Context: an optimization exercise on an open-source flow, tuned for a short achievable clock period and few clock cycles per item. The choices shown serve that exercise and are no tape-out recipe.
In this exercise RTL edits were held to simulation tests only and were not proved equivalent to the original.
Power is estimated from default activity; no workload was simulated.

==> design.v <==
package cpu_pkg;
    typedef logic [32-1:0] word_t;
    typedef logic [5-1:0] reg_addr_t;
    typedef struct packed {
        word_t                  addr;
        word_t                  wdata;
        logic [32/8-1:0] wstrb;
        logic                   write;
        logic                   read;
    } mem_req_t;
    typedef struct packed {
        logic      valid;
        logic      wen;
        reg_addr_t waddr;
        word_t     wdata;
        word_t     pc;
    } retire_t;
endpackage
module cpu_ks_add (
    input  logic [31:0] a,
    input  logic [31:0] b,
    input  logic        ci,
    output logic [31:0] s,
    output logic        co
);
    logic [31:0] g [6];
    logic [31:0] p [6];
    logic [31:0] p0;
    assign p0   = a ^ b;
    assign g[0] = (a & b) | {31'd0, p0[0] & ci};
    assign p[0] = p0;
    for (genvar l = 0; l < 5; l++) begin : g_lvl
        for (genvar i = 0; i < 32; i++) begin : g_bit
            if (i >= (1 << l)) begin : g_op
                assign g[l+1][i] = g[l][i] | (p[l][i] & g[l][i-(1<<l)]);
                assign p[l+1][i] = p[l][i] & p[l][i-(1<<l)];
            end else begin : g_pass
                assign g[l+1][i] = g[l][i];
                assign p[l+1][i] = p[l][i];
            end
        end
    end
    assign s  = p0 ^ {g[5][30:0], ci};
    assign co = g[5][31];
endmodule
module cpu_core (
    input  logic              clk,
    input  logic              rst,
    output cpu_pkg::word_t    pc,
    output logic              inst_req_valid,
    input  logic              inst_req_ready,
    input  cpu_pkg::word_t    instruction,
    input  logic              inst_valid,
    output logic              inst_ready,
    output cpu_pkg::mem_req_t mem_req,
    input  logic              mem_req_ready,
    input  cpu_pkg::word_t    read_data,
    input  logic              read_data_valid,
    output logic              read_data_ready,
    output cpu_pkg::retire_t  retire
);
    localparam int QD = 4;    
    localparam int BN = 8;    
    logic [31:0] pc_q;
    logic        req_q;
    logic [31:0] tgt_q;
    logic        tgt_v;
    logic [3:0]  n_out;
    logic [3:0]  n_disc;
    logic [2:0]  mf   [QD];    
    logic [1:0]  mf_rd, mf_wr;
    logic [31:0] q_w  [QD];    
    logic [2:0]  q_m  [QD];
    logic [QD-1:0] qt;         
    logic [2:0]  q_cnt;
    logic [31:0] q0_nx;
    logic [31:0] dpc_q;        
    logic        fix_q;        
    logic [18:0] hi_q, hp_q, hm_q;
    logic [10:0] hjp_q, hjm_q;
    logic        hi_stale;
    logic        bt_v   [BN];
    logic [31:0] bt_tag [BN];
    logic [31:0] bt_tgt [BN];
    logic [1:0]  bt_ctr [BN];
    logic [2:0]  bt_rp;
    logic        up_v;
    logic [31:0] up_pc;
    logic [31:0] up_tgt;
    logic        up_tk;
    logic        up_jal;
    logic        e_v;
    logic [31:0] e_pc;
    logic [31:0] e_a, e_b, e_sd;
    logic [31:0] e_imm;        
    logic [4:0]  e_rd;
    logic        e_wen, e_load, e_store, e_br, e_jal, e_pred;
    logic [9:0]  e_sel;        
    logic [5:0]  e_bc;         
    logic [4:0]  e_sa;                
    logic        e_ma, e_mb, e_ms, e_msa;
    logic        e_wa, e_wb, e_ws, e_wsa;
    logic [31:2] ma_n;                
    logic [31:0] pc_n;                
    logic        mis_q;
    logic [31:0] alt_q;
    logic        m_v;
    logic [31:0] m_pc;
    logic [31:0] m_res;
    logic [31:0] m_sd;
    logic [4:0]  m_rd;
    logic        m_wen, m_load;
    logic        mrd_q, mwr_q;
    logic        w_v;
    logic [31:0] w_pc;
    logic [31:0] w_res;
    logic [4:0]  w_rd;
    logic        w_wen, w_load, w_got;
    logic [31:1] w_we;         
    logic        r_v;
    logic [31:0] r_pc;
    logic [31:0] r_res;
    logic [4:0]  r_rd;
    logic        r_wen;
    logic [31:0] rf_q [1:31];
    logic [31:0] rfv  [32];
    logic w_hold, m_hold, freeze, hz, e_adv;
    logic w_avail;
    logic [31:0] wb_data;
    assign w_hold  = w_v && w_load && !w_got && !read_data_valid;
    assign m_hold  = (mrd_q || mwr_q) && !mem_req_ready;
    assign freeze  = w_hold || m_hold;
    assign w_avail = !w_load || w_got || read_data_valid;
    assign wb_data = (w_load && !w_got) ? read_data : w_res;
    assign hz    = e_v && (e_ma || e_mb || e_ms || e_msa || e_wa || e_wb || e_ws || e_wsa);
    assign e_adv = !freeze && !hz;
    logic          acc, rsp, rsp_good, q_ne;
    logic          d_valid, d_fire, d_redir, d_pred;
    logic [31:0]   d_w;
    logic [2:0]    d_meta;
    logic [31:0]   d_tgt, d_pc4;
    logic          redir;
    logic [31:0]   redir_pc;
    logic [3:0]    n_out_nx;
    logic          q_push, q_pop;
    logic [BN-1:0] f_hit_v;
    logic          f_hit, f_tk;
    logic [1:0]    f_ctr;
    logic [31:0]   f_tgt;
    logic [31:0]   f_next;
    always_comb begin
        f_ctr = '0;
        f_tgt = '0;
        for (int i = 0; i < BN; i++) begin
            f_hit_v[i] = bt_v[i] && (bt_tag[i] == pc_q);
            f_ctr = f_ctr | ({2{f_hit_v[i]}} & bt_ctr[i]);
            f_tgt = f_tgt | ({32{f_hit_v[i] && bt_ctr[i][1]}} & bt_tgt[i]);
        end
    end
    assign f_hit  = |f_hit_v;
    assign f_tk   = f_ctr[1];
    assign f_next = f_tk ? f_tgt : pc_q + 32'd4;
    assign acc      = req_q && inst_req_ready;
    assign rsp      = inst_valid;
    assign rsp_good = rsp && (n_disc == 4'd0);
    logic q_ne1, q_ne2;       
    assign q_ne     = q_ne1;
    assign d_valid  = q_ne || rsp_good;
    assign d_w[15:0]  = q_ne1  ? q_w[0][15:0]  : instruction[15:0];
    assign d_w[31:16] = !q_ne2 ? q_w[0][31:16] : instruction[31:16];
    assign d_meta   = q_ne ? q_m[0] : mf[mf_rd];
    assign d_fire   = d_valid && e_adv && !mis_q && !fix_q && !hi_stale;
    assign redir    = mis_q || fix_q || d_redir;
    assign redir_pc = mis_q ? alt_q : (fix_q ? dpc_q : d_tgt);
    assign q_pop    = d_fire && q_ne;
    assign q0_nx    = (q_pop && qt[1]) ? q_w[1] : instruction;
    assign q_cnt    = {2'd0, qt[0]} + {2'd0, qt[1]} + {2'd0, qt[2]} + {2'd0, qt[3]};
    assign q_push   = rsp_good && !(d_fire && !q_ne);
    assign n_out_nx = n_out + {3'd0, acc} - {3'd0, rsp};
    logic [31:0] pc_nx, pc_a;
    logic        hold;
    assign hold = req_q && !acc;
    always_comb begin
        pc_a = pc_q;
        if (!hold) begin
            if (mis_q)      pc_a = alt_q;
            else if (fix_q) pc_a = dpc_q;
            else if (tgt_v) pc_a = tgt_q;
            else if (acc)   pc_a = f_next;
        end
    end
    assign pc_nx = (!hold && d_redir) ? d_tgt : pc_a;
    always_ff @(posedge clk) begin
        if (rst) begin
            pc_q   <= 32'h0000_0000;
            pc_n   <= ~32'h0000_0000;
            req_q  <= 1'b1;
            tgt_v  <= 1'b0;
            n_out  <= '0;
            n_disc <= '0;
            mf_rd  <= '0;
            mf_wr  <= '0;
            qt     <= '0;
            q_ne1  <= 1'b0;
            q_ne2  <= 1'b1;
            dpc_q  <= 32'h0000_0000;
            fix_q  <= 1'b0;
            hi_q   <= '0;
            hp_q   <= 19'd1;
            hm_q   <= '1;
            hjp_q  <= 11'd1;
            hjm_q  <= '1;
        end else begin
            n_out <= n_out_nx;
            pc_q <= pc_nx;
            pc_n <= ~pc_nx;
            if (req_q && !acc) begin
                if (redir) begin
                    tgt_v <= 1'b1;
                    tgt_q <= redir_pc;
                end
            end else begin
                tgt_v <= 1'b0;
            end
            req_q <= (req_q && !acc) ||
                     ({1'b0, n_out_nx} + {2'b0, q_cnt} + {4'd0, rsp_good} < 5'(QD));
            if (acc) mf_wr <= mf_wr + 2'd1;
            if (rsp) mf_rd <= mf_rd + 2'd1;
            if (redir)
                n_disc <= n_out_nx;
            else
                n_disc <= n_disc - {3'd0, (rsp && n_disc != 4'd0)} + {3'd0, (acc && tgt_v)};
            if (redir) begin
                qt    <= '0;
                q_ne1 <= 1'b0;
                q_ne2 <= 1'b1;
            end else if (q_push && !q_pop) begin
                qt    <= {qt[QD-2:0], 1'b1};
                q_ne1 <= 1'b1;
                q_ne2 <= 1'b0;
            end else if (q_pop && !q_push) begin
                qt    <= {1'b0, qt[QD-1:1]};
                q_ne1 <= qt[1];
                q_ne2 <= !qt[1];
            end
            if (mis_q)       dpc_q <= alt_q;
            else if (d_fire) dpc_q <= d_pred ? d_tgt : d_pc4;
            fix_q <= d_fire && !d_pred && d_hit && d_ctr[1];
            hi_q  <= dpc_q[31:13];
            hp_q  <= dpc_q[31:13] + 19'd1;
            hm_q  <= dpc_q[31:13] - 19'd1;
            hjp_q <= dpc_q[31:21] + 11'd1;
            hjm_q <= dpc_q[31:21] - 11'd1;
        end
    end
    always_ff @(posedge clk) begin
        for (int i = 0; i < QD; i++) begin
            if (q_pop) begin
                if (q_push && qt[i] && (i + 1 == QD || !qt[(i+1)%QD])) begin
                    q_w[i] <= instruction;
                    q_m[i] <= mf[mf_rd];
                end else if (i + 1 < QD) begin
                    q_w[i] <= q_w[i+1];
                    q_m[i] <= q_m[i+1];
                end
            end else if (q_push && !qt[i] && (i == 0 || qt[(i+QD-1)%QD])) begin
                q_w[i] <= instruction;
                q_m[i] <= mf[mf_rd];
            end
        end
        if (acc) mf[mf_wr] <= {f_hit, f_ctr};
    end
    logic [6:0]  opc;
    logic [2:0]  f3;
    logic [4:0]  rs1, rs2, rd;
    logic        is_op, is_opi, is_lui, is_jal, is_br, is_lw, is_sw;
    logic        use1, use2, d_wen;
    logic [31:0] imm_i, imm_s, imm_b, imm_j, imm_u;
    logic [31:0] rd1, rd2;
    logic [9:0]  d_sel;
    logic [5:0]  d_bc;
    logic        d_hit, d_static, d_rsh;
    logic [1:0]  d_ctr;
    assign opc = d_w[6:0];
    assign f3  = d_w[14:12];
    assign rs1 = d_w[19:15];
    assign rs2 = d_w[24:20];
    assign rd  = d_w[11:7];
    assign is_op  = (opc == 7'b0110011);
    assign is_opi = (opc == 7'b0010011);
    assign is_lui = (opc == 7'b0110111);
    assign is_jal = (opc == 7'b1101111);
    assign is_br  = (opc == 7'b1100011) && (f3[2:1] != 2'b01);
    assign is_lw  = (opc == 7'b0000011) && (f3 == 3'b010);
    assign is_sw  = (opc == 7'b0100011) && (f3 == 3'b010);
    assign use1  = is_op || is_opi || is_br || is_lw || is_sw;
    assign use2  = is_op || is_br || is_sw;
    assign d_wen = is_op || is_opi || is_lui || is_jal || is_lw;
    assign d_rsh = is_op && (f3 == 3'b001 || f3 == 3'b101);
    assign imm_i = {{20{d_w[31]}}, d_w[31:20]};
    assign imm_s = {{20{d_w[31]}}, d_w[31:25], d_w[11:7]};
    assign imm_b = {{19{d_w[31]}}, d_w[31], d_w[7], d_w[30:25], d_w[11:8], 1'b0};
    assign imm_j = {{11{d_w[31]}}, d_w[31], d_w[19:12], d_w[20], d_w[30:21], 1'b0};
    assign imm_u = {d_w[31:12], 12'b0};
    logic [31:0] d_tgt_b, d_tgt_j;
    logic [13:0] lo_b;
    logic [21:0] lo_j;
    logic [18:0] up_b0, up_b1;
    logic [10:0] up_j0, up_j1;
    assign hi_stale = (hi_q != dpc_q[31:13]);
    assign lo_b  = {1'b0, dpc_q[12:0]} + {1'b0, imm_b[12:0]};
    assign lo_j  = {1'b0, dpc_q[20:0]} + {1'b0, imm_j[20:0]};
    assign up_b0 = d_w[31] ? hm_q : hi_q;     
    assign up_b1 = d_w[31] ? hi_q : hp_q;     
    assign d_tgt_b = {lo_b[13] ? up_b1 : up_b0, lo_b[12:0]};
    assign up_j0 = d_w[31] ? hjm_q : hi_q[18:8];
    assign up_j1 = d_w[31] ? hi_q[18:8] : hjp_q;
    assign d_tgt_j = {lo_j[21] ? up_j1 : up_j0, lo_j[20:0]};
    assign d_tgt   = is_jal ? d_tgt_j : d_tgt_b;
    assign d_pc4 = dpc_q + 32'd4;
    assign d_hit = d_meta[2];
    assign d_ctr = d_meta[1:0];
    always_comb begin
        if (rs1 == rs2)   d_static = (f3 == 3'b000) || (f3 == 3'b101) || (f3 == 3'b111);
        else if (d_w[31]) d_static = 1'b1;
        else              d_static = (f3 == 3'b001);
    end
    assign d_pred  = is_jal || (is_br && (d_hit ? d_ctr[1] : d_static));
    assign d_redir = d_fire && d_pred && !(d_hit && d_ctr[1]);
    always_comb begin
        d_sel = '0;
        if (is_op || is_opi) begin
            case (f3)
                3'b000: if (is_op && d_w[30]) d_sel[1] = 1'b1; else d_sel[0] = 1'b1;
                3'b001: d_sel[7] = 1'b1;
                3'b010: d_sel[5] = 1'b1;
                3'b011: d_sel[6] = 1'b1;
                3'b100: d_sel[4] = 1'b1;
                3'b101: if (d_w[30]) d_sel[9] = 1'b1; else d_sel[8] = 1'b1;
                3'b110: d_sel[3] = 1'b1;
                default: d_sel[2] = 1'b1;
            endcase
        end else begin
            d_sel[0] = 1'b1;
        end
    end
    always_comb begin
        case (f3)
            3'b000:  d_bc = 6'b000001;
            3'b001:  d_bc = 6'b000010;
            3'b100:  d_bc = 6'b000100;
            3'b101:  d_bc = 6'b001000;
            3'b110:  d_bc = 6'b010000;
            default: d_bc = 6'b100000;
        endcase
    end
    assign rfv[0] = '0;
    for (genvar i = 1; i < 32; i++) begin : g_rfv
        assign rfv[i] = rf_q[i];
    end
    assign rd1 = rfv[rs1];
    assign rd2 = rfv[rs2];
    logic c1e, c1m, c1w, c2e, c2m, c2w;
    assign c1e = e_v && e_wen && (e_rd == rs1) && (rs1 != 5'd0);
    assign c1m = m_v && m_wen && (m_rd == rs1) && (rs1 != 5'd0);
    assign c1w = w_v && w_wen && (w_rd == rs1) && (rs1 != 5'd0);
    assign c2e = e_v && e_wen && (e_rd == rs2) && (rs2 != 5'd0);
    assign c2m = m_v && m_wen && (m_rd == rs2) && (rs2 != 5'd0);
    assign c2w = w_v && w_wen && (w_rd == rs2) && (rs2 != 5'd0);
    logic fe1, fe2, fes, fesa;
    assign fe1  = use1 && c1e && !e_load;
    assign fe2  = use2 && !is_sw && c2e && !e_load;
    assign fes  = is_sw && c2e && !e_load;
    assign fesa = d_rsh && c2e && !e_load;
    logic [31:0] d_a, d_r2;
    always_comb begin
        if (c1m && !m_load) d_a = m_res;
        else if (c1w)       d_a = wb_data;
        else                d_a = rd1;
        if (c2m && !m_load) d_r2 = m_res;
        else if (c2w)       d_r2 = wb_data;
        else                d_r2 = rd2;
    end
    logic [31:0] fa, fb, fs;
    logic [31:0] r_add, r_sub, r_sll, r_srl, r_sra, res;
    logic        eq, lt, ltu, taken, mis;
    assign fa = e_a;
    assign fb = e_b;
    assign fs = e_sd;
    logic co_add, co_sub;
    cpu_ks_add u_add (.a(fa), .b(fb),  .ci(1'b0), .s(r_add), .co(co_add));
    cpu_ks_add u_sub (.a(fa), .b(~fb), .ci(1'b1), .s(r_sub), .co(co_sub));
    assign r_sll = fa << e_sa;
    assign r_srl = fa >> e_sa;
    assign r_sra = $signed(fa) >>> e_sa;
    assign eq    = ~|(fa ^ fb);
    assign ltu   = !co_sub;
    assign lt    = (fa[31] ^ fb[31]) ? fa[31] : ltu;
    logic [31:0] r_oth;
    assign r_oth = ({32{e_sel[2]}} & (fa & fb)) |
                 ({32{e_sel[3]}} & (fa | fb)) |
                 ({32{e_sel[4]}} & (fa ^ fb)) |
                 ({32{e_sel[5]}} & {31'd0, lt}) |
                 ({32{e_sel[6]}} & {31'd0, ltu}) |
                 ({32{e_sel[7]}} & r_sll) |
                 ({32{e_sel[8]}} & r_srl) |
                 ({32{e_sel[9]}} & r_sra);
    assign res = e_sel[0] ? r_add : (e_sel[1] ? r_sub : r_oth);
    assign taken = (e_bc[0] && eq) || (e_bc[1] && !eq) ||
                   (e_bc[2] && lt) || (e_bc[3] && !lt) ||
                   (e_bc[4] && ltu) || (e_bc[5] && !ltu);
    assign mis   = e_br && (taken != e_pred);
    logic [31:0] e_tgt, e_pc4;
    logic        co_et;
    cpu_ks_add u_etgt (.a(e_pc), .b(e_imm), .ci(1'b0), .s(e_tgt), .co(co_et));
    assign e_pc4 = e_pc + 32'd4;
    logic e_go, wb_done;
    assign e_go    = e_v && e_adv && !mis_q;    
    assign wb_done = w_v && !freeze;
    always_ff @(posedge clk) begin
        if (rst) begin
            e_v   <= 1'b0;
            m_v   <= 1'b0;
            w_v   <= 1'b0;
            r_v   <= 1'b0;
            mis_q <= 1'b0;
            mrd_q <= 1'b0;
            mwr_q <= 1'b0;
            up_v  <= 1'b0;
        end else begin
            if (mis_q)      e_v <= 1'b0;
            else if (e_adv) e_v <= d_fire;
            mis_q <= e_go && mis;
            if (!freeze) begin
                m_v   <= e_go;
                w_v   <= m_v;
                mrd_q <= e_go && e_load;
                mwr_q <= e_go && e_store;
            end else if (mem_req_ready) begin
                mrd_q <= 1'b0;
                mwr_q <= 1'b0;
            end
            r_v  <= wb_done;
            up_v <= e_go && (e_br || e_jal);
        end
    end
    always_ff @(posedge clk) begin
        alt_q <= e_pred ? e_pc4 : e_tgt;
        if (e_adv) begin
            e_pc    <= dpc_q;
            e_a     <= fe1 ? res : (is_jal ? dpc_q : (is_lui ? 32'd0 : d_a));
            e_b     <= fe2 ? res : (is_jal ? 32'd4 : is_lui ? imm_u : is_sw ? imm_s : is_opi || is_lw ? imm_i : d_r2);
            e_sd    <= fes ? res : d_r2;
            e_imm   <= is_jal ? imm_j : imm_b;
            e_rd    <= rd;
            e_wen   <= d_wen;
            e_load  <= is_lw;
            e_store <= is_sw;
            e_br    <= is_br;
            e_jal   <= is_jal;
            e_pred  <= d_pred;
            e_sel   <= d_sel;
            e_bc    <= d_bc;
            e_ma    <= use1 && c1e && e_load;
            e_wa    <= use1 && !c1e && c1m && m_load;
            e_mb    <= use2 && !is_sw && c2e && e_load;
            e_wb    <= use2 && !is_sw && !c2e && c2m && m_load;
            e_ms    <= is_sw && c2e && e_load;
            e_ws    <= is_sw && !c2e && c2m && m_load;
            e_sa    <= fesa ? res[4:0] : (is_opi ? imm_i[4:0] : d_r2[4:0]);
            e_msa   <= d_rsh && c2e && e_load;
            e_wsa   <= d_rsh && !c2e && c2m && m_load;
        end else begin
            if (e_ma) begin
                if (!freeze) begin
                    e_ma <= 1'b0; e_wa <= 1'b1;
                end
            end else if (e_wa && w_avail) begin
                e_a <= wb_data; e_wa <= 1'b0;
            end
            if (e_mb) begin
                if (!freeze) begin
                    e_mb <= 1'b0; e_wb <= 1'b1;
                end
            end else if (e_wb && w_avail) begin
                e_b <= wb_data; e_wb <= 1'b0;
            end
            if (e_msa) begin
                if (!freeze) begin
                    e_msa <= 1'b0; e_wsa <= 1'b1;
                end
            end else if (e_wsa && w_avail) begin
                e_sa <= wb_data[4:0]; e_wsa <= 1'b0;
            end
            if (e_ms) begin
                if (!freeze) begin
                    e_ms <= 1'b0; e_ws <= 1'b1;
                end
            end else if (e_ws && w_avail) begin
                e_sd <= wb_data; e_ws <= 1'b0;
            end
        end
        up_pc  <= e_pc;
        up_tgt <= e_tgt;   
        up_tk  <= taken;
        up_jal <= e_jal;
        if (!freeze) begin
            m_pc   <= e_pc;
            m_res  <= res;
            ma_n   <= ~res[31:2];
            m_sd   <= fs;
            m_rd   <= e_rd;
            m_wen  <= e_wen;
            m_load <= e_load;
        end
        if (!freeze) begin
            w_pc   <= m_pc;
            w_res  <= m_res;
            w_rd   <= m_rd;
            w_wen  <= m_wen;
            w_load <= m_load;
            w_got  <= 1'b0;
            for (int i = 1; i < 32; i++) w_we[i] <= m_v && m_wen && (m_rd == 5'(i));
        end else if (w_v && w_load && !w_got && read_data_valid) begin
            w_res  <= read_data;
            w_got  <= 1'b1;
        end
        r_pc  <= w_pc;
        r_res <= wb_data;
        r_rd  <= w_rd;
        r_wen <= w_wen;
        for (int i = 1; i < 32; i++) begin
            if (wb_done && w_we[i]) rf_q[i] <= wb_data;
        end
    end
    logic [BN-1:0] up_hit;
    logic          up_any;
    always_comb begin
        for (int i = 0; i < BN; i++) up_hit[i] = bt_v[i] && (bt_tag[i] == up_pc);
    end
    assign up_any = |up_hit;
    logic          ub_v;
    logic [BN-1:0] ub_hit;
    logic          ub_any;
    logic [31:0]   ub_pc, ub_tgt;
    logic          ub_tk, ub_jal;
    always_ff @(posedge clk) begin
        if (rst) ub_v <= 1'b0;
        else     ub_v <= up_v && !(ub_v && !ub_any && ub_pc == up_pc);
        ub_hit <= up_hit;
        ub_any <= up_any;
        ub_pc  <= up_pc;
        ub_tgt <= up_tgt;
        ub_tk  <= up_tk;
        ub_jal <= up_jal;
    end
    for (genvar i = 0; i < BN; i++) begin : g_bt
        always_ff @(posedge clk) begin
            if (rst) begin
                bt_v[i] <= 1'b0;
            end else if (ub_v) begin
                if (ub_hit[i]) begin
                    if (ub_jal)
                        bt_ctr[i] <= 2'd3;
                    else if (ub_tk)
                        bt_ctr[i] <= (bt_ctr[i] == 2'd3) ? 2'd3 : bt_ctr[i] + 2'd1;
                    else
                        bt_ctr[i] <= (bt_ctr[i] == 2'd0) ? 2'd0 : bt_ctr[i] - 2'd1;
                end else if (!ub_any && bt_rp == 3'(i)) begin
                    bt_v[i]   <= 1'b1;
                    bt_tag[i] <= ub_pc;
                    bt_tgt[i] <= ub_tgt;
                    bt_ctr[i] <= ub_jal ? 2'd3 : (ub_tk ? 2'd2 : 2'd1);
                end
            end
        end
    end
    always_ff @(posedge clk) begin
        if (rst)                  bt_rp <= '0;
        else if (ub_v && !ub_any) bt_rp <= bt_rp + 3'd1;
    end
    assign pc              = ~pc_n;
    assign inst_req_valid  = req_q;
    assign inst_ready      = 1'b1;
    assign read_data_ready = 1'b1;
    assign mem_req.addr  = {~ma_n, 2'b00};
    assign mem_req.wdata = m_sd;
    assign mem_req.wstrb = 4'b1111;
    assign mem_req.write = mwr_q;
    assign mem_req.read  = mrd_q;
    assign retire.valid = r_v;
    assign retire.wen   = r_wen;
    assign retire.waddr = r_rd;
    assign retire.wdata = r_res;
    assign retire.pc    = r_pc;
endmodule
module cpu_top (
    input  logic        clk,
    input  logic        rst,
    output logic [31:0] pc,
    output logic        inst_req_valid,
    input  logic        inst_req_ready,
    input  logic [31:0] instruction,
    input  logic        inst_valid,
    output logic        inst_ready,
    output logic [31:0] mem_addr,
    output logic [31:0] mem_wdata,
    output logic [3:0]  mem_wstrb,
    output logic        mem_write,
    output logic        mem_read,
    input  logic        mem_req_ready,
    input  logic [31:0] read_data,
    input  logic        read_data_valid,
    output logic        read_data_ready,
    output logic        retire_valid,
    output logic        retire_wen,
    output logic [4:0]  retire_waddr,
    output logic [31:0] retire_wdata,
    output logic [31:0] retire_pc
);
    cpu_pkg::mem_req_t mem_req;
    cpu_pkg::retire_t  retire;
    cpu_core u_core (
        .clk             (clk),
        .rst             (rst),
        .pc              (pc),
        .inst_req_valid  (inst_req_valid),
        .inst_req_ready  (inst_req_ready),
        .instruction     (instruction),
        .inst_valid      (inst_valid),
        .inst_ready      (inst_ready),
        .mem_req         (mem_req),
        .mem_req_ready   (mem_req_ready),
        .read_data       (read_data),
        .read_data_valid (read_data_valid),
        .read_data_ready (read_data_ready),
        .retire          (retire)
    );
    assign mem_addr     = mem_req.addr;
    assign mem_wdata    = mem_req.wdata;
    assign mem_wstrb    = mem_req.wstrb;
    assign mem_write    = mem_req.write;
    assign mem_read     = mem_req.read;
    assign retire_valid = retire.valid;
    assign retire_wen   = retire.wen;
    assign retire_waddr = retire.waddr;
    assign retire_wdata = retire.wdata;
    assign retire_pc    = retire.pc;
endmodule
==> run.sh <==
#!/bin/bash
# synth_recipe.tcl (not shown) runs the flow's synth.tcl, then flattens the netlist and writes it again
# the make line also repeats each setting of config.mk as NAME=value (left out here)
make -C /OpenROAD-flow-scripts/flow DESIGN_CONFIG=/design/flow/config.mk WORK_HOME=/design/flow/orfs CLKGATE_MAP_FILE= SYNTH_SCRIPT=/design/flow/synth_recipe.tcl finish
==> config.mk <==
export PLATFORM = sky130hd
export DESIGN_NAME = cpu_top
export DESIGN_NICKNAME = cpu_top
export VERILOG_FILES = /design/flow/design.v
export SDC_FILE = /design/flow/constraint.sdc
export NUM_CORES = 4
export LEC_CHECK = 0
export CAP_MARGIN = 20
export CELL_PAD_IN_SITES_DETAIL_PLACEMENT = 1
export CELL_PAD_IN_SITES_GLOBAL_PLACEMENT = 2
export CORE_MARGIN = 2
export CORE_UTILIZATION = 25
export PLACE_DENSITY = 0.35
export SETUP_SLACK_MARGIN = 3.5
export SLEW_MARGIN = 20
==> constraint.sdc <==
create_clock -name core_clock -period 7.0 [get_ports {clk}]
set_input_delay 1.4000 -clock core_clock [delete_from_list [all_inputs] [get_ports {clk}]]
set_output_delay 1.4000 -clock core_clock [all_outputs]
set_load 0.01 [all_outputs]
==> results of run 1 <==
==> state kept, by name, summed over array words and instances, names as in the netlist, 128 cells and up, named ones only <==
register	flops
u_core.bt_tag	248
u_core.bt_tgt	256
u_core.q_w	128
u_core.rf_q	992
==> cell families (layout without fill, tap and decap cells) <==
group           Yosys count  count (layout)  share of synthesized area
mux                     345             345                     0.0369
flops                  2568            2568                      0.589
other cells               2              36                  0.0000610
buf+inv                1013            3182                     0.0348
fa+ha+maj               192             192                     0.0200
compound gates         2725            2727                      0.163
xor+xnor                750             750                     0.0534
simple gates           2499            2500                      0.102
==> report_power, final <==
part	switching (mW)	internal [mW]	total [mW]
clock network	7.60	10.6	18.2
registers	1.92	19.9	21.8
logic	21.1	13.0	34.1
total	30.6	43.5	74.1
==> layout make-up <==
| class | count | area (um2) | area share |
|---|---|---|---|
| Antenna cell | 28 | 70.1 | 0.000401 |
| Tap cell | 6475 | 8100 | 0.0464 |
| Clock buffer | 444 | 9170 | 0.0525 |
| Timing Repair Buffer | 2226 | 25000 | 0.143 |
| Clock inverter | 165 | 2140 | 0.0122 |
| Timing Repair inverter | 2 | 17.5 | 0.000100 |
| Sequential cell | 2568 | 72600 | 0.416 |
| Inverter | 345 | 1500 | 0.00858 |
| Multi-Input combinational cell | 6522 | 56000 | 0.321 |
==> critical path: cells and delay by family (launching register included) <==
kind | cells | cell delay [ps]
compound gates | 9 | 1950
simple gates | 1 | 40
flops | 1 | 430
buf+inv | 7 | 990
mux | 1 | 250
fa+ha+maj | 1 | 310
==> worst min path at each step <==
stage	from	endpoint	slack [ps]
final	u_core.up_tgt[3]	u_core.ub_tgt[3]	250
after CTS	u_core.up_tgt[3]	u_core.ub_tgt[3]	250
after global placement	u_core.up_tgt[21]	u_core.ub_tgt[21]	310
after detailed placement	u_core.up_tgt[28]	u_core.ub_tgt[28]	310
after global routing	u_core.up_tgt[3]	u_core.ub_tgt[3]	290
after floorplan	u_core.up_jal	u_core.ub_jal	310
==> placed cells by master (no fill, tap or decap), drive strengths merged, types with 50 or more instances in the layout <==
master	count
nand2	627
clkbuf	458
inv	334
xor2	326
nor4	177
clkinv	110
a211oi	91
o21a	52
nor2	556
dfxtp	461
mux2i	110
mux4	66
o211ai	50
mux2	169
a31oi	55
xnor2	424
nor3	167
a221oi	285
nand4	237
a222oi	51
a21oi	435
nand2b	81
and3	124
clkdlybuf4s50	194
a21o	83
buf	1986
a22oi	554
ha	184
edfxtp	2107
nand3	241
o21ai	331
a22o	252
==> layer usage <==
layer  up-vias  wire (um)  GRT usage
met2      5947     388000      0.528
met4        22      55000      0.156
met3      1688      65100     0.0623
met1     58200     367000      0.446
li1      43300          -          -
met5         -        177          0
==> per-stage QoR <==
| stage | cell area [um2] | power (mW) | instances | util | TNS, ps |
|---|---|---|---|---|---|
| CTS | 167000 | 71.2 | 18300 | 0.340 | 0 |
| finish | 175000 | 74.1 | 18800 | 0.356 | 0 |
| global placement | 138000 | 46.6 | 16900 | 0.282 | -3.53 |
| detailed placement | 138000 | 46.6 | 16900 | 0.282 | 0 |
| global route | 175000 | 75.9 | 18800 | 0.356 | 0 |
| floorplan | 124000 | 32.3 | 10100 | - | 0 |
==> what timing repair did <==
action	in CTS	in global routing
pin swaps	490	566
cloned	56	11
setup endpoints to repair	1835	715
setup buffers	791	397
resized for setup	1909	861
==> summary.txt, run 1 <==
Run status
  – Result of the run: finished clean

Drt
  – Via/cell ratio: approximately 5.8
  – Detailed-route wire length: 875 mm
  – Number of remaining DRC errors: 0
  – Remaining antenna violation count after routing: 0
  – Detailed-router iteration count before antenna repair: 6
  – Via Count: roughly 110k
  – Starting DRC count in detailed routing: about 13000
  – Routed len/inst: around 47 um

Cells and area
  – Total number of nets in the final design: ~12000
  – Share of cells above drive strength 1: 0.344
  – Number of fill cells: 51100
  – Post-synthesis to final-layout area growth: 42.0%

Yosys
  – Cell area after synthesis: 123000 um2
  – Ranking of synthesized cells by area: sky130_fd_sc_hd__edfxtp_1 51%, sky130_fd_sc_hd__dfxtp_1 7.5%, sky130_fd_sc_hd__a22oi_1 3.4%
  – Area share of the leading cell type in the synthesized netlist: 0.514
  – Distinct cell type count after synthesis: around 120
  – Seq/Total Area, Yosys: 0.589
  – Total number of yosys warnings: 12
  – #FFs+latches synth: 2568
  – Ys async rst share: 0
  – Prevailing post-synth register cell: sky130_fd_sc_hd__edfxtp_1
  – Top cell type by total area after synthesis: sky130_fd_sc_hd__edfxtp_1
  – Count leader, synth: sky130_fd_sc_hd__edfxtp_1
  – Leading post-synthesis cells by instance count: 2107 x sky130_fd_sc_hd__edfxtp_1, 627 x sky130_fd_sc_hd__nand2_1, 552 x sky130_fd_sc_hd__nor2_1
  – EDFF count, synth: around 2100
  – Average cell area after synthesis: 12.2 um2
  – Instance count of the mapped netlist: 10100

Clock network
  – Buffer type at the clock tree root: sky130_fd_sc_hd__clkbuf_16
  – CTS Hold Bufs: 0
  – CTS Buffer Depth: 4
  – Number of H-tree levels: 5
  – Number of clock buffers inserted by TritonCTS: between 300 and 400
  – Clock tree from TritonCTS: built
  – Number of sinks driven by the clock tree: between 2000 and 3000
  – Clock latency on the worst-skew pair: approximately 1000 ps
  – Clock-pin slew on the worst setup and hold paths: ~60 ps

Global route
  – Initial antenna violation count: between 100 and 150
  – Total global routing overflow: 0
  – Global-route total usage across every layer: 0.336
  – Wire length of the first global-routing pass: approximately 1100 mm
  – Number of global-route vias before repair: roughly 110k
  – Largest net degree at the start of global routing: just under 80

Critical path
  – Data arrival time of the worst path: 4980 ps
  – Source of the critical timing path: u_core.q_ne2
  – Crit Path Category: reg2reg
  – Reg-to-reg critical path startpoint: u_core.q_ne2
  – Worst reg2reg path depth: 19
  – Critical-path cell list: buf_8, buf_12, buf_12, mux2i_4, buf_12, clkinvlp_4, ha_4, a21o_1, a21oi_2, o211a_1, o21a_4, o31ai_4, a211o_4, buf_6, a31oi_4, o22ai_4, buf_6, o21a_1, nor2_1
  – Endpoint of the lowest-slack register-to-register path: u_core.tgt_q[22]
  – Worst Path Max Fanout: 4
  – Crit end category: flop
  – Reg2reg setup slack: 2730 ps
  – CP dominant cell by count: sky130_fd_sc_hd__buf_12
  – Worst setup path endpoint: u_core.tgt_q[22]
  – Highest cell delay on the worst timing path: 430 ps
  – Standard cell with the maximum stage delay on the critical path: sky130_fd_sc_hd__dfxtp_4
  – Startpoint types: flop
  – Critical path data required time: 7710 ps

Place
  – Detailed placement HPWL: just under 600 mm
  – Setup slack at placement: ~250 ps
  – Number of port buffers: 237
  – Routability congestion estimate from global placement: approximately 0.9

STA
  – Pins over their slew limit: 0
  – Share of the clock period used by the worst path: 0.610
  – Final WS setup: 2730 ps
  – Time the worst path needs with I/O delays and setup: 4270 ps
  – Slew headroom: 0.0942
  – Max Clk Rate: approximately 230 MHz
  – Number of setup violations in the final report: 0
  – Fin Clk Skew: between 90 and 100 ps
  – Worst Max-Slew Pin Slew: between 1000 and 1500 ps
  – Final hold violation count: 0
  – Worst hold slack: roughly 250 ps
  – Setup repair after global routing missed its margin: yes

Min path
  – Type of the worst min-delay path: reg2reg
  – Hold Crit Depth: 0

Floorplanning
  – Cell Rows: about 260
  – Die height: roughly 700 um
  – Initial Utilization: 0.251
  – Core outline area: about 490000 um2
  – Total I/O pin count: between 200 and 250
  – DIE AREA: about 500000 um2
  – Die width: just over 700 um

Pwr
  – Cell Pwr Density: about 420 nW/um2
  – Largest vdd supply drop: between 0.2 and 0.3 mV
  – Leakage component of the power: 62.3 nW

Flow run
  – Number of max-capacitance violations reported: 0
Testbench counts, summed over its fixed seeds: cycles 26,523, instructions 24,269.
==> run 2: changes to the inputs <==
--- a/config.mk
+++ b/config.mk
@@ -11,5 +11,5 @@
 export CORE_MARGIN = 2
 export CORE_UTILIZATION = 25
 export PLACE_DENSITY = 0.35
-export SETUP_SLACK_MARGIN = 3.5
+export SETUP_SLACK_MARGIN = 4.5
 export SLEW_MARGIN = 20
==> run 2 against run 1 <==
  * Clock skew is 20 ps higher
  * Highest routed layer unchanged
  * Area after synthesis stayed put
  * Critical path depth is 1 lower
  * Combinational power grew 7.9%
  * Power increased by 3.1%
  * Global-route usage rose by 0.77 points
  * First-iteration DRC count increased by 13%
  * Critical path type unchanged
  * Non-clock buffer count rose by 453
  * Via count increased by 3.5%
  * Core utilization up 2.0 points
  * Clock power decreased by 3%
  * Design area grew 5.5%
==> summary.txt, run 2 <==
Run status
  – Result of the run: finished clean (unchanged)

Place
  – Routability congestion estimate from global placement: 0.877 (was 0.908)
  – Setup slack at placement: -22.7 ps (was 255 ps)
  – Number of port buffers: 237 (unchanged)
  – Detailed placement HPWL: 569 mm (was 577 mm)
  – Total placed cells including tap cells: 16900 (about the same)

Yosys
  – Average cell area after synthesis: 12.2 um2 (unchanged)
  – Ys async rst share: 0 (unchanged)
  – Seq/Total Area, Yosys: 0.589 (unchanged)
  – Prevailing post-synth register cell: sky130_fd_sc_hd__edfxtp_1 (unchanged)
  – Total number of yosys warnings: 12 (unchanged)
  – Top cell type by total area after synthesis: sky130_fd_sc_hd__edfxtp_1 (unchanged)
  – Ranking of synthesized cells by area: sky130_fd_sc_hd__edfxtp_1 51%, sky130_fd_sc_hd__dfxtp_1 7.5%, sky130_fd_sc_hd__a22oi_1 3.4% (unchanged)
  – Distinct cell type count after synthesis: 121 (unchanged)
  – Instance count of the mapped netlist: 10100 (unchanged)
  – #FFs+latches synth: 2568 (unchanged)
  – Area share of the leading cell type in the synthesized netlist: 0.514 (unchanged)
  – EDFF count, synth: 2107 (unchanged)
  – Leading post-synthesis cells by instance count: 2107 x sky130_fd_sc_hd__edfxtp_1, 627 x sky130_fd_sc_hd__nand2_1, 552 x sky130_fd_sc_hd__nor2_1 (unchanged)
  – Count leader, synth: sky130_fd_sc_hd__edfxtp_1 (unchanged)
  – Cell area after synthesis: 123000 um2 (unchanged)

Clock network
  – CTS Hold Bufs: 0 (unchanged)
  – CTS Buffer Depth: 4 (unchanged)
  – Number of sinks driven by the clock tree: 2568 (unchanged)
  – Clock-pin slew on the worst setup and hold paths: 60 ps (about the same)
  – Clock tree from TritonCTS: built (unchanged)
  – Number of clock buffers inserted by TritonCTS: 332 (was 329)
  – Clock latency on the worst-skew pair: 1040 ps (was 1020 ps)
  – Number of H-tree levels: 5 (unchanged)
  – Buffer type at the clock tree root: sky130_fd_sc_hd__clkbuf_16 (unchanged)

Cells and area
  – Layout Cells excl Fill: 19300 (was 18800)
  – Total number of nets in the final design: 12700 (was 12300)
  – Area of the multi-input gates: 58800 um2 (was 56000 um2)
  – Post-synthesis to final-layout area growth: 49.7% (was 42.0%)
  – Number of flip-flops in the largest register: 992 (unchanged)
  – Share of cells above drive strength 1: 0.413 (was 0.344)
  – Reg with most FFs: u_core.rf_q (unchanged)
  – Storage cell area: 72800 um2 (was 72600 um2)
  – Most common cell after layout, fill and taps aside: sky130_fd_sc_hd__edfxtp_1 (unchanged)
  – Commonest non-fill, non-tap cells in the layout: 2107 x sky130_fd_sc_hd__edfxtp_1, 1251 x sky130_fd_sc_hd__buf_4, 596 x sky130_fd_sc_hd__buf_6 (was 2107 x sky130_fd_sc_hd__edfxtp_1, 1138 x sky130_fd_sc_hd__buf_4, 579 x sky130_fd_sc_hd__nand2_1)
  – Biggest regs: u_core.rf_q (992), u_core.bt_tgt (256), u_core.bt_tag (248) (unchanged)
  – Number of fill cells: 50900 (was 51100)

Critical path
  – Startpoint types: flop (unchanged)
  – Reg2reg setup slack: 2670 ps (was 2730 ps)
  – Highest cell delay on the worst timing path: 500 ps (was 430 ps)
  – Worst reg2reg path depth: 18 (was 19)
  – Critical-path cell list: buf_12, buf_12, buf_12, buf_12, mux2i_4, buf_12, buf_12, buf_16, mux2i_1, o32a_1, nand4_1, nor4_4, buf_6, a21oi_2, mux2_4, mux2_4, mux2i_4, o311ai_4 (was buf_8, buf_12, buf_12, mux2i_4, buf_12, clkinvlp_4, ha_4, a21o_1, a21oi_2, o211a_1, o21a_4, o31ai_4, a211o_4, buf_6, a31oi_4, o22ai_4, buf_6, o21a_1, nor2_1)
  – Standard cell with the maximum stage delay on the critical path: sky130_fd_sc_hd__nor4_4 (was sky130_fd_sc_hd__dfxtp_4)
  – CP dominant cell by count: sky130_fd_sc_hd__buf_12 (unchanged)
  – Worst path depth: 18 (was 19)
  – Worst setup path endpoint: u_core.e_b[1] (was u_core.tgt_q[22])
  – Worst Path Max Fanout: 5 (was 4)
  – Kind of cell with the highest combined delay on the critical path: multiplexers (was compound AO/OA/AOI/OAI gates)
  – Source of the critical timing path: u_core.q_ne2 (unchanged)
  – Data arrival time of the worst path: 4980 ps (about the same)
  – Endpoint of the lowest-slack register-to-register path: u_core.e_b[1] (was u_core.tgt_q[22])
  – Crit end category: flop (unchanged)
  – Crit Path Category: reg2reg (unchanged)
  – Buffers plus inverters on the worst setup path: 8 (was 7)
  – Reg-to-reg critical path startpoint: u_core.q_ne2 (unchanged)
  – Critical path data required time: 7650 ps (was 7710 ps)

STA
  – Worst hold slack: 291 ps (was 251 ps)
  – Slew headroom: 0.105 (was 0.0942)
  – Max Clk Rate: 231 MHz (was 234 MHz)
  – Setup repair after global routing missed its margin: yes (unchanged)
  – Pins over their slew limit: 0 (unchanged)
  – Final WS setup: 2670 ps (was 2730 ps)
  – Fin Clk Skew: 112 ps (was 92.1 ps)
  – Share of the clock period used by the worst path: 0.618 (was 0.610)
  – Time the worst path needs with I/O delays and setup: 4330 ps (was 4270 ps)
  – Worst Max-Slew Pin Slew: 1340 ps (was 1350 ps)
  – Number of setup violations in the final report: 0 (unchanged)
  – Final hold violation count: 0 (unchanged)
  – Aggregate negative setup slack: 0 ps (unchanged)

Pwr
  – Power consumption: 76.4 mW (was 74.1 mW)
  – Largest vdd supply drop: 0.295 mV (was 0.289 mV)
  – Leakage component of the power: 66.7 nW (was 62.3 nW)
  – Cell Pwr Density: 415 nW/um2 (was 424 nW/um2)

Drt
  – Via Count: 113000 (was 109000)
  – Number of remaining DRC errors: 0 (unchanged)
  – Routed len/inst: 47.0 um (was 46.6 um)
  – Remaining antenna violation count after routing: 0 (unchanged)
  – Starting DRC count in detailed routing: 14900 (was 13200)
  – Detailed-route wire length: 907 mm (was 875 mm)
  – Via/cell ratio: 5.86 (was 5.81)
  – Detailed-router iteration count before antenna repair: 6 (unchanged)

Floorplanning
  – DIE AREA: 498000 um2 (unchanged)
  – Die width: 706 um (unchanged)
  – Initial Utilization: 0.251 (unchanged)
  – Die height: 706 um (unchanged)
  – Cell Rows: 257 (unchanged)
  – Core outline area: 490000 um2 (unchanged)
  – Total I/O pin count: 246 (unchanged)

Global route
  – Largest net degree at the start of global routing: 65 (was 77)
  – Number of global-route vias before repair: 109000 (was 106000)
  – Global-route total usage across every layer: 0.343 (was 0.336)
  – Wire length of the first global-routing pass: 1140 mm (was 1110 mm)
  – Total global routing overflow: 0 (unchanged)
  – Initial antenna violation count: 102 (was 106)

Flow run
  – Number of max-capacitance violations reported: 0 (unchanged)

Min path
  – Type of the worst min-delay path: reg2reg (unchanged)
run 2: layout make-up:
| type | count | area share |
|---|---|---|
| sequential | 2568 | 0.395 |
| inverter | 345 | 0.00834 |
| antenna | 75 | 0.00102 |
| tap | 6475 | 0.0440 |
| multi-input combinational | 6526 | 0.319 |
| timing repair buffer | 2679 | 0.173 |
| timing repair inverter | 4 | 0.000224 |
| clock buffer | 434 | 0.0489 |
| clock inverter | 181 | 0.00992 |
run 2: what timing repair did:
item,CTS,global route
buffers inserted,1079,538
gates cloned,95,32
gates resized for setup,3468,1261
endpoints found under the setup margin,2891,1352
endpoints found under the hold margin,0,0
pin swaps,606,708
run 2: kinds of logic (layout without fill, tap and decap cells):
| kind of cell | after synthesis | after routing | share of synthesized area |
|---|---|---|---|
| compound gates | 2725 | 2725 | 0.163 |
| xor+xnor | 750 | 750 | 0.0534 |
| fa+ha+maj | 192 | 192 | 0.0200 |
| buf+inv | 1013 | 3643 | 0.0348 |
| flops | 2568 | 2568 | 0.589 |
| mux | 345 | 345 | 0.0369 |
| other cells | 2 | 83 | 0.0000610 |
| simple gates | 2499 | 2506 | 0.102 |
run 2: stage by stage:
| step | utilization | cell area (um2) |
|---|---|---|
| 6_report | 0.376 | 184000 |
| 2_1_floorplan | - | 124000 |
| 3_3_place_gp | 0.282 | 138000 |
| 4_1_cts | 0.353 | 173000 |
| 3_5_place_dp | 0.282 | 138000 |
| 5_1_grt | 0.376 | 184000 |
run 2: worst min path at each step:
stage | from | end | slack (ps) | cells after the start
2_1_floorplan | u_core.up_jal | u_core.ub_jal | 310 | 0
3_3_place_gp | u_core.up_tgt[4] | u_core.ub_tgt[4] | 320 | 0
3_5_place_dp | u_core.up_tgt[4] | u_core.ub_tgt[4] | 320 | 0
4_1_cts | u_core.w_pc[14] | u_core.r_pc[14] | 280 | 0
5_1_grt | u_core.w_pc[14] | u_core.r_pc[14] | 310 | 0
6_report | u_core.w_pc[14] | u_core.r_pc[14] | 290 | 0
run 2: worst register-to-register path, cell delays in order (launching register included):
cell and delay [ps]:
sky130_fd_sc_hd__dfxtp_4 380, sky130_fd_sc_hd__buf_12 140, sky130_fd_sc_hd__buf_12 120, sky130_fd_sc_hd__buf_12 100, sky130_fd_sc_hd__buf_12 110, sky130_fd_sc_hd__mux2i_4 250
sky130_fd_sc_hd__buf_12 170, sky130_fd_sc_hd__buf_12 160, sky130_fd_sc_hd__buf_16 170, sky130_fd_sc_hd__mux2i_1 230, sky130_fd_sc_hd__o32a_1 200, sky130_fd_sc_hd__nand4_1 190
sky130_fd_sc_hd__nor4_4 500, sky130_fd_sc_hd__buf_6 210, sky130_fd_sc_hd__a21oi_2 70, sky130_fd_sc_hd__mux2_4 320, sky130_fd_sc_hd__mux2_4 310, sky130_fd_sc_hd__mux2i_4 250
sky130_fd_sc_hd__o311ai_4 130
run 2: power by group:
group          total (mW)  internal [mW]  switching [mW]  leakage [nW]
logic                36.8           14.9            21.8          37.6
registers            22.0           20.0            2.04          23.8
clock network        17.7           10.0            7.66          5.27
total                76.4           44.9            31.5          66.7
run 2: routing by layer:
layer | vias to the layer above | share of wire | global-route usage
met2 | 6448 | 0.45 | 0.543
li1 | 44300 | - | -
met4 | 30 | 0.064 | 0.161
met5 | - | 0.00023 | 0.00173
met1 | 60500 | 0.41 | 0.455
met3 | 1793 | 0.080 | 0.0615
==> run 3: changes to the inputs <==
--- a/design.v
+++ b/design.v
@@ -73,6 +73,7 @@
     logic [2:0]  q_m  [QD];
     logic [QD-1:0] qt;         
     logic [2:0]  q_cnt;
+    logic [31:0] q_s1, q_s2;   
     logic [31:0] q0_nx;
     logic [31:0] dpc_q;        
     logic        fix_q;        
@@ -254,6 +255,10 @@
         end
     end
     always_ff @(posedge clk) begin
+        if (q_pop || (q_push && !qt[0])) begin
+            q_s1 <= 32'd1 << q0_nx[19:15];
+            q_s2 <= 32'd1 << q0_nx[24:20];
+        end
         for (int i = 0; i < QD; i++) begin
             if (q_pop) begin
                 if (q_push && qt[i] && (i + 1 == QD || !qt[(i+1)%QD])) begin
@@ -358,8 +363,17 @@
     for (genvar i = 1; i < 32; i++) begin : g_rfv
         assign rfv[i] = rf_q[i];
     end
-    assign rd1 = rfv[rs1];
-    assign rd2 = rfv[rs2];
+    logic [31:0] rq1, rq2;
+    always_comb begin
+        rq1 = '0;
+        rq2 = '0;
+        for (int i = 1; i < 32; i++) begin
+            rq1 = rq1 | ({32{q_s1[i]}} & rf_q[i]);
+            rq2 = rq2 | ({32{q_s2[i]}} & rf_q[i]);
+        end
+    end
+    assign rd1 = q_ne ? rq1 : rfv[instruction[19:15]];
+    assign rd2 = q_ne ? rq2 : rfv[instruction[24:20]];
     logic c1e, c1m, c1w, c2e, c2m, c2w;
     assign c1e = e_v && e_wen && (e_rd == rs1) && (rs1 != 5'd0);
     assign c1m = m_v && m_wen && (m_rd == rs1) && (rs1 != 5'd0);
--- a/config.mk
+++ b/config.mk
@@ -11,5 +11,5 @@
 export CORE_MARGIN = 2
 export CORE_UTILIZATION = 25
 export PLACE_DENSITY = 0.35
-export SETUP_SLACK_MARGIN = 4.5
+export SETUP_SLACK_MARGIN = 4
 export SLEW_MARGIN = 20
==> run 3 against run 2 <==
  * Die area is 8.8% higher
  * Highest routed layer unchanged
  * Flip-flop and latch count is 62 higher
  * Power is 9.4% higher
  * Global-route usage is 5.0 points higher
  * Via count is 21% higher
  * Area after synthesis is 8.8% higher
  * Clock power is 4% higher
  * Critical path type unchanged
  * Sequential power is 5% higher
  * Clock-buffer cell count is 6 higher
==> summary.txt, run 3 <==
Floorplanning
  – Die height: 736 um (was 706 um)
  – Initial Utilization: 0.251 (about the same)
  – Total I/O pin count: 246 (unchanged)
  – DIE AREA: 541000 um2 (was 498000 um2)
  – Core outline area: 533000 um2 (was 490000 um2)
  – Die width: 736 um (was 706 um)
  – Cell Rows: 268 (was 257)

Clock network
  – Number of H-tree levels: 5 (unchanged)
  – Number of clock buffers inserted by TritonCTS: 336 (was 332)
  – CTS Buffer Depth: 4 (unchanged)
  – Buffer type at the clock tree root: sky130_fd_sc_hd__clkbuf_16 (unchanged)
  – Number of sinks driven by the clock tree: 2630 (was 2568)
  – Clock tree from TritonCTS: built (unchanged)
  – CTS Hold Bufs: 0 (unchanged)
  – Clock latency on the worst-skew pair: 1080 ps (was 1040 ps)
  – Clock-pin slew on the worst setup and hold paths: 60 ps (about the same)

Drt
  – Detailed-router iteration count before antenna repair: 10 (was 6)
  – Remaining antenna violation count after routing: 0 (unchanged)
  – Via/cell ratio: 6.51 (was 5.86)
  – Detailed-route wire length: 1120 mm (was 907 mm)
  – Via Count: 136000 (was 113000)
  – Number of remaining DRC errors: 0 (unchanged)
  – Starting DRC count in detailed routing: 21100 (was 14900)
  – Routed len/inst: 53.2 um (was 47.0 um)

STA
  – Time the worst path needs with I/O delays and setup: 4550 ps (was 4330 ps)
  – Share of the clock period used by the worst path: 0.650 (was 0.618)
  – Fin Clk Skew: 93.3 ps (was 112 ps)
  – Worst hold slack: 295 ps (was 291 ps)
  – Aggregate negative setup slack: 0 ps (unchanged)
  – Final WS setup: 2450 ps (was 2670 ps)
  – Max Clk Rate: 220 MHz (was 231 MHz)
  – Pins over their slew limit: 0 (unchanged)
  – Slew headroom: 0.171 (was 0.105)
  – Final hold violation count: 0 (unchanged)
  – Number of setup violations in the final report: 0 (unchanged)
  – Setup repair after global routing missed its margin: yes (unchanged)
  – Worst Max-Slew Pin Slew: 1230 ps (was 1340 ps)

Cells and area
  – Number of flip-flops in the largest register: 992 (unchanged)
  – Layout Cells excl Fill: 21000 (was 19300)
  – Share of cells above drive strength 1: 0.312 (was 0.413)
  – Total number of nets in the final design: 13800 (was 12700)
  – Most common cell after layout, fill and taps aside: sky130_fd_sc_hd__edfxtp_1 (unchanged)
  – Commonest non-fill, non-tap cells in the layout: 2169 x sky130_fd_sc_hd__edfxtp_1, 1243 x sky130_fd_sc_hd__a22oi_1, 1128 x sky130_fd_sc_hd__buf_4 (was 2107 x sky130_fd_sc_hd__edfxtp_1, 1251 x sky130_fd_sc_hd__buf_4, 596 x sky130_fd_sc_hd__buf_6)
  – Reg with most FFs: u_core.rf_q (unchanged)
  – Biggest regs: u_core.rf_q (992), u_core.bt_tgt (256), u_core.bt_tag (248) (unchanged)
  – Post-synthesis to final-layout area growth: 38.9% (was 49.7%)

Min path
  – Type of the worst min-delay path: reg2reg (unchanged)

Global route
  – Number of global-route vias before repair: 129000 (was 109000)
  – Largest net degree at the start of global routing: 66 (was 65)
  – Wire length of the first global-routing pass: 1400 mm (was 1140 mm)
  – Global-route total usage across every layer: 0.393 (was 0.343)
  – Total global routing overflow: 0 (unchanged)
  – Initial antenna violation count: 156 (was 102)

Critical path
  – Startpoint types: flop (unchanged)
  – Crit Path Category: reg2reg (unchanged)
  – Critical path data required time: 7750 ps (was 7650 ps)
  – Data arrival time of the worst path: 5310 ps (was 4980 ps)
  – Crit end category: flop (unchanged)
  – Worst Path Max Fanout: 7 (was 5)

Yosys
  – Ys async rst share: 0 (unchanged)
  – Prevailing post-synth register cell: sky130_fd_sc_hd__edfxtp_1 (unchanged)
  – Cell area after synthesis: 134000 um2 (was 123000 um2)
  – Top cell type by total area after synthesis: sky130_fd_sc_hd__edfxtp_1 (unchanged)
  – #FFs+latches synth: 2630 (was 2568)
  – Leading post-synthesis cells by instance count: 2169 x sky130_fd_sc_hd__edfxtp_1, 1253 x sky130_fd_sc_hd__a22oi_1, 887 x sky130_fd_sc_hd__nand2_1 (was 2107 x sky130_fd_sc_hd__edfxtp_1, 627 x sky130_fd_sc_hd__nand2_1, 552 x sky130_fd_sc_hd__nor2_1)
  – Ranking of synthesized cells by area: sky130_fd_sc_hd__edfxtp_1 49%, sky130_fd_sc_hd__a22oi_1 7.0%, sky130_fd_sc_hd__dfxtp_1 6.9% (was sky130_fd_sc_hd__edfxtp_1 51%, sky130_fd_sc_hd__dfxtp_1 7.5%, sky130_fd_sc_hd__a22oi_1 3.4%)
  – Count leader, synth: sky130_fd_sc_hd__edfxtp_1 (unchanged)
  – Instance count of the mapped netlist: 11900 (was 10100)
  – EDFF count, synth: 2169 (was 2107)
  – Average cell area after synthesis: 11.3 um2 (was 12.2 um2)
  – Total number of yosys warnings: 12 (unchanged)
  – Seq/Total Area, Yosys: 0.555 (was 0.589)
  – Area share of the leading cell type in the synthesized netlist: 0.486 (was 0.514)
  – Distinct cell type count after synthesis: 112 (was 121)

Place
  – Detailed placement HPWL: 687 mm (was 569 mm)
  – Number of port buffers: 237 (unchanged)
  – Total placed cells including tap cells: 19000 (was 16900)
  – Routability congestion estimate from global placement: 0.947 (was 0.877)
  – Setup slack at placement: 42.1 ps (was -22.7 ps)

Flow run
  – Number of max-capacitance violations reported: 0 (unchanged)

Pwr
  – Largest vdd supply drop: 0.432 mV (was 0.295 mV)
  – Power consumption: 83.6 mW (was 76.4 mW)
  – Cell Pwr Density: 449 nW/um2 (was 415 nW/um2)
  – Leakage component of the power: 66.5 nW (was 66.7 nW)

Run status
  – Result of the run: finished clean (unchanged)
## run 3: cell types whose count changed after synthesis, sizes merged, moves of 46 or more
cell and delta:
a21oi +135, a221oi +106, a22o +122, a22oi +699, clkbuf +255, edfxtp +62, nand2 +263, nand3 +46
nand4 +82, nor2 +94, o21ai +69, xnor2 +102, xor2 -129
## run 3: final timing paths
path	from	to	slack, ps	cells past startpoint
min	u_core.up_tgt[3]	u_core.ub_tgt[3]	300	0
max reg2reg	u_core.q_ne2	u_core.tgt_q[26]	2450	18
min reg2reg	u_core.up_tgt[3]	u_core.ub_tgt[3]	300	0
max	u_core.q_ne2	u_core.tgt_q[26]	2450	18
## run 3: repair_timing
action                                   CTS  global route
pin swaps                                410           388
gates cloned                              90            25
endpoints found under the setup margin  2425          1024
buffers inserted                         843           300
gates resized for setup                 2730           922
## run 3: logic make-up after synthesis
logic type	Yosys count	synth area share
multiplexers	325	0.0291
buffers and inverters	1228	0.0370
other	2	0.0000561
AO/OA/AOI/OAI	3794	0.206
XOR/XNOR	723	0.0473
adder cells (fa/ha/maj)	192	0.0184
flip-flops	2630	0.555
AND/OR/NAND/NOR	2958	0.107
## run 3: cell type report
type                       count  area, um2
tap                         7020       8780
inverter                     342       1480
fill                       56600     347000
multi-input combinational   8024      64200
antenna                      110        275
timing repair buffer        2230      25300
timing repair inverter         2       17.5
clock inverter               176       1970
clock buffer                 440       9300
sequential                  2630      74600
## run 3: critical path, stage by stage, from the launching register on
cell and delay, ps:
sky130_fd_sc_hd__dfxtp_4 370, sky130_fd_sc_hd__buf_12 170, sky130_fd_sc_hd__buf_12 170, sky130_fd_sc_hd__buf_12 120, sky130_fd_sc_hd__mux2i_4 380, sky130_fd_sc_hd__inv_2 150
sky130_fd_sc_hd__fa_2 430, sky130_fd_sc_hd__nand3_4 120, sky130_fd_sc_hd__a211oi_4 80, sky130_fd_sc_hd__a2111oi_4 370, sky130_fd_sc_hd__o211ai_1 130, sky130_fd_sc_hd__buf_4 190
sky130_fd_sc_hd__buf_6 130, sky130_fd_sc_hd__a211o_4 360, sky130_fd_sc_hd__and2_4 190, sky130_fd_sc_hd__a221oi_4 370, sky130_fd_sc_hd__a2bb2oi_4 280, sky130_fd_sc_hd__a211o_1 170
sky130_fd_sc_hd__nand2_1 60
## run 3: stage by stage
step | util | cell area (um2)
2_1_floorplan | - | 134000
3_3_place_gp | 0.280 | 149000
3_5_place_dp | 0.281 | 150000
4_1_cts | 0.335 | 179000
5_1_grt | 0.348 | 186000
6_report | 0.349 | 186000
## run 3: per-layer routing
layer	GRT usage	wire, um	up-vias
met5	0.00820	1060	-
met4	0.247	89500	65
met3	0.122	112000	3519
met2	0.578	470000	11100
met1	0.500	444000	71600
li1	-	-	50200
## run 3: power breakdown
part	leakage, nW	total, mW	switching, mW	internal (mW)
logic	36.7	41.9	27.3	14.6
registers	24.4	23.2	2.47	20.8
clock network	5.47	18.4	7.77	10.6
Testbench counts of run 3, summed over its fixed seeds: cycles 26,523, instructions 24,269.

re-timing with driven ports:
In the flow no input, the clock included, has a driving cell. The finished layouts below were timed again as built, in two steps.
Step 1 assumes that a clkbuf_16 drives the clock port and a buf_2 every other input.
Step 2 moves the port delays by t, midway between the first and last clock arrival at a register: inputs arrive t later, outputs are due t later. That takes back most of the time a late clock gives input paths.
Three values: no drivers, after step 1, after step 2; two values: the first two.
run | shift t [ns] | setup slack, ns | hold WS [ns] | worst setup path at the end | cell pins on the clock port's net
run 1 | 1.107 | 2.733 / 2.733 / 1.760 | 0.251 / 0.251 / 0.251 | input to register | 1
run 2 | 1.103 | 2.672 / 2.672 / 1.667 | 0.291 / 0.291 / 0.291 | input to register | 1
run 3 | 1.159 | 2.449 / 2.449 / 1.414 | 0.295 / 0.295 / 0.295 | input to register | 1
After both steps setup and hold are still met in every run listed. The setup slack of run 3, which loses most, moves by 0.000 ns with the drivers and by -1.035 ns with both steps.
